Source: an optimization exercise on an open RTL-to-GDS flow (aim: small area). Production flows keep margins and buffers that such runs may drop. The RTL was checked by simulation tests, not by an equivalence proof against the original design. No activity file was given, so power comes from the tool's default toggle rates. No driver is modelled on the clock port, so clocking that relies on it looks cheaper here than on a real chip.

## v34
==> flow/design.v (excerpt) <==
module switch_core (
    input  wire         switch_clk,
    input  wire         arst_n_i,
    input  wire  [3:0]   frame_eof_i,
    input  wire  [191:0] src_mac_i,
    input  wire  [191:0] dst_mac_i,
    input  wire  [31:0]  start_ptr_i,
    input  wire  [3:0]   voq_pop_i,
    output wire  [31:0]  voq_ptr_o,
    output wire  [3:0]   voq_valid_o,
    output wire  [3:0]   voq_drop_o
);
Size: ~1400 flip-flops, ~470 I/O pins, ~49000 µm² of cells after synthesis.
Settings: LEC_CHECK=0, CAP_MARGIN=0, CORE_MARGIN=2, CORE_UTILIZATION=60, SETUP_SLACK_MARGIN=0.15, SLEW_MARGIN=0; clock period 5.0 ns.
standard.sh (not shown) runs the stock make flow with config.mk's settings and CLKGATE_MAP_FILE= SYNTH_SCRIPT=/design/flow/synth_recipe.tcl, a recipe that flattens the netlist after the stock synthesis.
==> flow/flow/run.sh <==
#!/bin/bash
# ORFS layout of the design, as the standard.sh runs it, with three changes:
#  - synthesis maps the logic with an area-oriented ABC script (flow/synth.tcl)
#  - the port buffers are the smallest plain buffer
#  - CTS builds the tree from clkbuf_16 without dummy loads
set -euo pipefail
W=$PWD
export MY_ABC_SCRIPT=$W/flow/abc_area.script
export BUFFER_PORTS_ARGS="-buffer_cell sky130_fd_sc_hd__buf_1"
export CTS_ARGS="-sink_clustering_enable -repair_clock_nets -dont_use_dummy_load -buf_list sky130_fd_sc_hd__clkbuf_16 -sink_clustering_size 24 -sink_clustering_max_diameter 80"
make -C "$FLOW_HOME" DESIGN_CONFIG="$FLOW_CONFIG" WORK_HOME="$W/orfs" CLKGATE_MAP_FILE= \
  SYNTH_SCRIPT="$W/flow/synth.tcl" finish > "$W/make_finish.log" 2>&1
R=$W/orfs/results/$FLOW_PLATFORM/switch_core/base
: # left out here: write the final layout as DEF
==> flow/flow/abc_area.script <==
&get -n
&st
&dch -f
&nf -a
&put
==> flow/flow/synth.tcl <==
# The standard flow's synthesis script (synth_recipe.tcl) with one change: ABC maps the
# combinational logic with an area-oriented script (flow/abc_area.script)
# instead of ORFS's speed script. Flip-flop mapping, flattening and renaming
# are unchanged.
proc synth {args} { yosys synth -nofsm -noshare {*}$args }
proc abc {args} {
  set i [lsearch -exact $args -script]
  if {$i >= 0} { lset args [expr {$i + 1}] $::env(MY_ABC_SCRIPT) }
  yosys abc {*}$args
}
source $::env(SCRIPTS_DIR)/synth.tcl
# left out here: clear keep_hierarchy, flatten, clean up, hide names made inside functions, write 1_2_yosys.v
Relative to v34, the following input files were edited for v28:
Settings: a change of CORE_UTILIZATION from 60 to 70.
- v28 has completed all stages; timing, DRC and antenna checks passed.
- The class of the tightest hold or removal check comes out input port to asynchronous set/reset pin in one run and flop to flop in the other, namely in v28 and v34 respectively.
- In the reports for v34 and v28, the smaller minimum hold slack belongs to v28.
- Initial detailed-routing violation count: v28 higher than v34
- Going from v34 to v28, arrival time reported for the critical path endpoint rose 0.05 ns, first-pass GRT wire length went down about 2.5%, routed wire length fell by 2900 µm, clock share of power dropped 0.2 points, number of antenna violations at the first check in global routing up 1.
- Looking at worst path setup slack after routing, v28 sits 0.025 ns lower than v34 does.
Here is what was changed in the inputs of v45 compared with v28.
Settings: CORE_UTILIZATION changed from 70 to 60; SETUP_SLACK_MARGIN changed from 0.15 to 0.05.
==> flow/flow/abc_area.script <==
&get -n
&st
&dch -f
&nf -a -R 1000
&st
&dch -f
&nf -a -R 1000
&put
## What came out
Diff v28 -> v45 | arrival time reported for the critical path endpoint | decrease of 0.09 ns. Comparing v28 and v45, filler cell count in the final layout is lower on v28. v28 fits on a die that is smaller than the die of v45. v28 → v45: setup TNS barely changed; area share of xor/xnor cells in the synthesized design dropped 0.16 points; compound-cell area share of the yosys netlist climbed 0.52 points; multi-input logic area dropped about 2.4%; width of the chip climbed about 8%. [compare] base=v28 new=v45: synthesized cell count shows a reduction of about 2.3%; cell count shows an increase of 1.5%. v28 tops out at a lower clock frequency than v45.
[inputs] v52 vs v45
-- flow/flow/run.sh --
<<< v45, line 9
export BUFFER_PORTS_ARGS="-buffer_cell sky130_fd_sc_hd__buf_1"
export CTS_ARGS="-sink_clustering_enable -repair_clock_nets -dont_use_dummy_load -buf_list sky130_fd_sc_hd__clkbuf_16 -sink_clustering_size 24 -sink_clustering_max_diameter 80"
make -C "$FLOW_HOME" DESIGN_CONFIG="$FLOW_CONFIG" WORK_HOME="$W/orfs" CLKGATE_MAP_FILE= \
>>> v52, line 9
export BUFFER_PORTS_ARGS="-buffer_cell sky130_fd_sc_hd__buf_1"
export CTS_ARGS="-sink_clustering_enable -repair_clock_nets -dont_use_dummy_load -buf_list sky130_fd_sc_hd__clkbuf_16 -sink_clustering_size 28 -sink_clustering_max_diameter 100"
make -C "$FLOW_HOME" DESIGN_CONFIG="$FLOW_CONFIG" WORK_HOME="$W/orfs" CLKGATE_MAP_FILE= \
Notes after the runs:
v45 → v52: critical path depth higher; signed area change from the synthesized netlist to the final layout lower; share of synthesized registers carrying an async set or reset roughly the same; detailed-routing wirelength on met1 higher. v45 → v52: total length of routed wires now sits at about the same level; total power draw -about 1.4%; switching power held.

[afterwards: timing with drivers on the ports]
How much do the figures lean on ideal ports? The routed layouts below were timed once more, with nothing changed but the port constraints. Step 1: set_driving_cell puts a clkbuf_16 on switch_clk and a buf_2 on each other input, an assumption about the parent block. Step 2, shift: input delay + t, output delay - t, t = (earliest + latest rising clock arrival at the registers) / 2. This alone moves slack from input paths to output paths. Slacks: no drivers / after step 1 / after step 2; pairs: no drivers / after step 1.
run | t, ns | slack for setup (ns) | worst setup path after step 2
v34 | 0.687 | 0.246 / 0.246 / 0.246 | register to register
v28 | 0.692 | 0.221 / 0.221 / 0.221 | register to register
v45 | 0.693 | 0.328 / 0.328 / 0.328 | register to register
v52 | 0.710 | 0.222 / 0.222 / 0.222 | register to register
After both steps setup and hold are still met in every run listed.
